What follows belongs to an exercise in optimizing a design on an open flow for small area, a short achievable clock period and few clock cycles per item; a production flow would make more cautious choices.
In this exercise RTL edits were held to simulation tests only and were not proved equivalent to the original.
Power figures rest on the tool's default switching activity, not on a simulated workload.

==> flow/design.v (outline; a module is shown in full before it is edited, if it fits) <==
// module dsp_fa: 10 lines
// module dsp_ha: 9 lines
// module dsp_benc: 16 lines
// module dsp_benca: 18 lines
// module dsp_xg: 10 lines
// module dsp_pg: 11 lines
// module dsp_g: 8 lines
// module dsp_slice_top: 2363 lines
module dsp_slice_top (
    input  logic                 w_CLK,
    input  logic                 RSTALLCARRYIN,
    input  logic                 wb_cyc,
    input  logic                 wb_stb,
    input  logic [103:0]         wb_op,
    output logic                 wb_ack,
    output logic                 res_valid,
    output logic [52:0]          res,
    input  logic                 res_ready
);
  // ...
==> flow/flow/run.sh <==
#!/bin/bash
# The standard layout (standard.sh: the ORFS flow and synthesis), with
# the port buffers made of plain buffers instead of ORFS's default pick.
set -euo pipefail
export BUFFER_PORTS_ARGS="-buffer_cell sky130_fd_sc_hd__buf_2"
bash standard.sh > standard.log 2>&1
==> flow/standard.sh <==
#!/bin/bash
# synth_recipe.tcl (not shown) runs the flow's synth.tcl, then flattens the netlist and writes it again
# the make line also repeats each setting of config.mk as NAME=value (left out here)
make -C /OpenROAD-flow-scripts/flow DESIGN_CONFIG=/design/flow/config.mk WORK_HOME=/design/flow/orfs CLKGATE_MAP_FILE= SYNTH_SCRIPT=/design/flow/synth_recipe.tcl "${@:-finish}"
==> flow/config.mk <==
export PLATFORM = sky130hd
export DESIGN_NAME = dsp_slice_top
export DESIGN_NICKNAME = dsp_slice_top
export VERILOG_FILES = /design/flow/design.v
export SDC_FILE = /design/flow/constraint.sdc
export NUM_CORES = 4
export LEC_CHECK = 0
export CAP_MARGIN = 5
export CORE_MARGIN = 2
export CORE_UTILIZATION = 50
export SETUP_SLACK_MARGIN = 2.5
export SLEW_MARGIN = 5
export SYNTH_HIERARCHICAL = 1
export SYNTH_MINIMUM_KEEP_SIZE = 0
==> flow/constraint.sdc <==
create_clock -name core_clock -period 7.5 [get_ports {w_CLK}]
set_input_delay 1.5000 -clock core_clock [delete_from_list [all_inputs] [get_ports {w_CLK}]]
set_output_delay 1.5000 -clock core_clock [all_outputs]
set_load 0.01 [all_outputs]
==> flow_metrics.env, run 1 <==
export IMPL_wl_um=76000
export IMPL_initial_core_util_pct=50.9
export IMPL_min_path_cells=1
export IMPL_drive_above_1_share_pct=13.3
export IMPL_clkTransAtPathRegs_ns=0.07
export IMPL_gr_total_overflow=0
export IMPL_cp_required_ns=7.77
export IMPL_p_per_area_mw_per_mm2=498
export IMPL_holdWs_ns=0.555
export IMPL_grt_usage_pct=30.2
export IMPL_globalRouteMet1Util_pct=44.7
export IMPL_arrival_ns=5.16
export IMPL_avgSynthCellArea_um2=11.5
export IMPL_synthCells=2131
export IMPL_clkbuf_count=23
export IMPL_worstPathCellList="buf_4 -> nand2b_1 -> a21oi_2 -> a22oi_1 -> xnor2_1 -> fa_1 -> fa_1 -> fa_1 -> fa_1"
export IMPL_p_comb_mw=9.17
export IMPL_final_area_mm2=0.0265
export IMPL_final_cell_mix="332 x xnor2_1, 326 x fa_1, 226 x a22oi_1"
export IMPL_numCtsBuffers=23
export IMPL_pg_seq_mw=2.87
export IMPL_power_switching_share_pct=45.9
export IMPL_post_route_period_util_pct=65.2
export IMPL_outcome="complete, no violations"
export IMPL_grt_pass1_wl_um=115000
export IMPL_h_tree_depth=1
Testbench counts, summed over its fixed seeds: cycles 18,888, items 16,000.
==> run 2, diff against run 1 <==
--- a/flow/config.mk
+++ b/flow/config.mk
@@ -6,9 +6,9 @@
 export NUM_CORES = 4
 export LEC_CHECK = 0
-export CAP_MARGIN = 5
+export CAP_MARGIN = 20
 export CORE_MARGIN = 2
 export CORE_UTILIZATION = 50
 export SETUP_SLACK_MARGIN = 2.5
-export SLEW_MARGIN = 5
+export SLEW_MARGIN = 20
 export SYNTH_HIERARCHICAL = 1
 export SYNTH_MINIMUM_KEEP_SIZE = 0
==> run 2 against run 1 <==
Net effect:
- worst setup slack improved by 0.0094 ns
- clock skew increased by 0.0042 ns
- clock power grew 6%
- non-clock buffer count down 2
- critical path type unchanged
==> flow_metrics.env, run 2 <==
export IMPL_die_x_um=225
export IMPL_arrival_ns=5.16
export IMPL_final_area_mm2=0.0266
export IMPL_dpl_hpwl_um=55000
export IMPL_initial_core_util_pct=50.9
export IMPL_cts_tree="built"
export IMPL_die_area_mm2=0.0506
export IMPL_rows=80
export IMPL_path_buf_inv=1
export IMPL_placement_cell_area_mm2=0.0255
export IMPL_worstPathCellList="buf_4 -> nand2b_1 -> a21oi_2 -> a22oi_1 -> xnor2_1 -> fa_1 -> fa_1 -> fa_1 -> fa_1"
export IMPL_pin_count=164
export IMPL_min_to="pbdp_q"
export IMPL_slew_violations=0
export IMPL_tns_ns=0
export IMPL_final_cell_mix="332 x xnor2_1, 326 x fa_1, 226 x a22oi_1"
export IMPL_cpPeakStageDelay_ns=0.60
export IMPL_synthCells=2131
export IMPL_endpoint_kind="flop"
export IMPL_rsz0062_at_grt="yes"
export IMPL_clock_path_buffers=3
export IMPL_p_leak_nw=11.4
export IMPL_fin_crit_ns=4.88
export IMPL_outcome="complete, no violations"
export IMPL_top_regs="q0 x50, q1 x50"
export IMPL_core_mm2=0.0479
export IMPL_p_per_area_mw_per_mm2=501
export IMPL_path_delay_family="adder cells"
export IMPL_wl_um=75900
export IMPL_port_buffers=163
export IMPL_criticalPathCategory="in2reg"
export IMPL_wl_per_cell_um=27.0
export IMPL_gr_total_overflow=0
export IMPL_slowest_stage="a21oi_2"
export IMPL_timing_slew_headroom_pct=39.9
export IMPL_antenna_found_initial=0
export IMPL_viasPerCell=6.31
export IMPL_antenna_cells=0
export IMPL_drtIter0Drc=2147
export IMPL_clock_sinks=212
export IMPL_dpl_worst_slack_ns=1.43
export IMPL_post_route_util_pct=55.4
export IMPL_finalPower_mw=13.3
export IMPL_cp_start_kind="primary input"
export IMPL_tightest_slew_ns=0.902
export IMPL_hold_class="reg2reg"
export IMPL_gp_congestion=0.933
export IMPL_final_common_cell="xnor2_1"
export IMPL_vias=17800
export IMPL_min_path_cells=1
export IMPL_path_common_cell="fa_1"
export IMPL_avgSynthCellArea_um2=11.5
export IMPL_clkTransAtPathRegs_ns=0.06
export IMPL_ir_worst_vdd_mv=0.337
export IMPL_syn_area_mm2=0.0244
export IMPL_first_global_vias=18000
export IMPL_clock_fmax_mhz=205
export IMPL_r2r_slack_ns=2.78
export IMPL_ys_warn_count=7
export IMPL_numCtsBuffers=24
export IMPL_grt_usage_pct=30.0
export IMPL_grt_max_degree=100
export IMPL_rr_worst_depth=17
export IMPL_clk_latency_ns=0.54
export IMPL_drt_first_pass_iters=8
export IMPL_setup_ws_ns=2.62
export IMPL_cp_required_ns=7.78
export IMPL_drive_above_1_share_pct=13.1
export IMPL_finalHoldViolCount=0
export IMPL_postRouteAntennaNets=0
export IMPL_r2r_start="q_sub"
export IMPL_hold_start="q_pz"
export IMPL_drc=0
export IMPL_skew_ns=0.0153
export IMPL_drv_cap=0
export IMPL_cts_root_buf="clkbuf_16"
export IMPL_fin_nets=2695
export IMPL_die_h_um=225
export IMPL_h_tree_depth=1
export IMPL_syn_to_final_growth_pct=8.80
export IMPL_reg2reg_to="co_q"
export IMPL_critPathMaxFanout=43
export IMPL_post_route_period_util_pct=65.1
export IMPL_setup_violations=0
export IMPL_grt_pass1_wl_um=114000
[run 2: cell count changes in the layout (fill, tap and decap cells not counted)]
| cell | change |
|---|---|
| clkbuf_16 | +2 |
| clkinvlp_4 | -3 |
| clkbuf_1 | +5 |
| inv_6 | -1 |
| bufinv_16 | +1 |
| a21oi_2 | -1 |
| buf_4 | -2 |
| a21oi_1 | +1 |
| clkinv_2 | -1 |
[run 2: how the worst max path moves through the flow]
stage | from | to | slack, ns | cells after the start
6_report | wb_op[6] | q1[15] | 2.62 | 9
5_1_grt | wb_op[6] | q1[25] | 2.48 | 10
4_1_cts | wb_op[7] | q1[29] | 2.53 | 9
3_5_place_dp | wb_op[6] | q1[29] | 1.43 | 9
3_3_place_gp | wb_op[6] | q1[29] | 1.47 | 9
2_1_floorplan | wb_op[7] | q1[31] | 2.77 | 10
[run 2: final cells by class]
cell class	count	area, um2
Tap cell	615	769
Inverter	46	173
Clock inverter	14	181
Timing Repair Buffer	199	1140
Clock buffer	30	644
Multi-Input combinational cell	1698	17300
Sequential cell	212	6340
Fill cell	4116	21400
[run 2: power by group]
group | total (mW) | switching (mW) | internal [mW]
combinational | 9.20 | 5.07 | 4.13
clock | 1.24 | 0.493 | 0.749
sequential | 2.87 | 0.528 | 2.35
[run 2: per-layer routing]
metal	global-route usage (%)	part of all wire (%)
met1	43.2	43
met3	5.93	9.0
met2	45.6	44
met5	0	0
met4	9.89	3.5
[run 2: metrics by stage]
| step | hold slack [ns] | instances |
|---|---|---|
| floorplan | 0.468 | 2136 |
| global placement | 0.541 | 2762 |
| detailed placement | 0.546 | 2762 |
| CTS | 0.556 | 2809 |
| global route | 0.591 | 2814 |
| finish | 0.552 | 2814 |
[run 2: what timing repair did]
item,CTS,global route
cloned,1,1
gates resized for setup,25,16
endpoints found under the setup margin,48,40
buffers inserted,2,4
hold buffers,0,0
[run 2: worst register-to-register path: cells and delay by family, from the launching register on]
kind                     cells  cell delay, ns
adder cells (fa/ha/maj)      4            1.68
AO/OA/AOI/OAI                9            1.74
AND/OR/NAND/NOR              1            0.06
XOR/XNOR                     2            0.31
flip-flops                   1            0.42
buffers and inverters        1            0.26

## re-timing with driven ports
How much do the figures lean on ideal ports? The routed layouts below were timed once more, with nothing changed but the port constraints.
Step 1 assumes that a clkbuf_16 drives the clock port and a buf_2 every other input.
Step 2 also shifts input and output timing later by t, the mid clock arrival at the registers, as if the neighbouring blocks saw the same clock.
a / b / c = ideal / step 1 / step 2; a / b = the first two.
| run | t, ns | slack for setup (ns) | worst setup path after step 2 | pins driven straight from the clock port |
|---|---|---|---|---|
| run 1 | 0.583 | 2.608 / 2.640 / 2.057 | input to register | 1 |
| run 2 | 0.583 | 2.617 / 2.646 / 2.063 | input to register | 1 |
After both steps setup and hold are still met in every run listed. The setup slack of run 2, which loses most, moves by +0.029 ns with the drivers and by -0.554 ns with both steps.
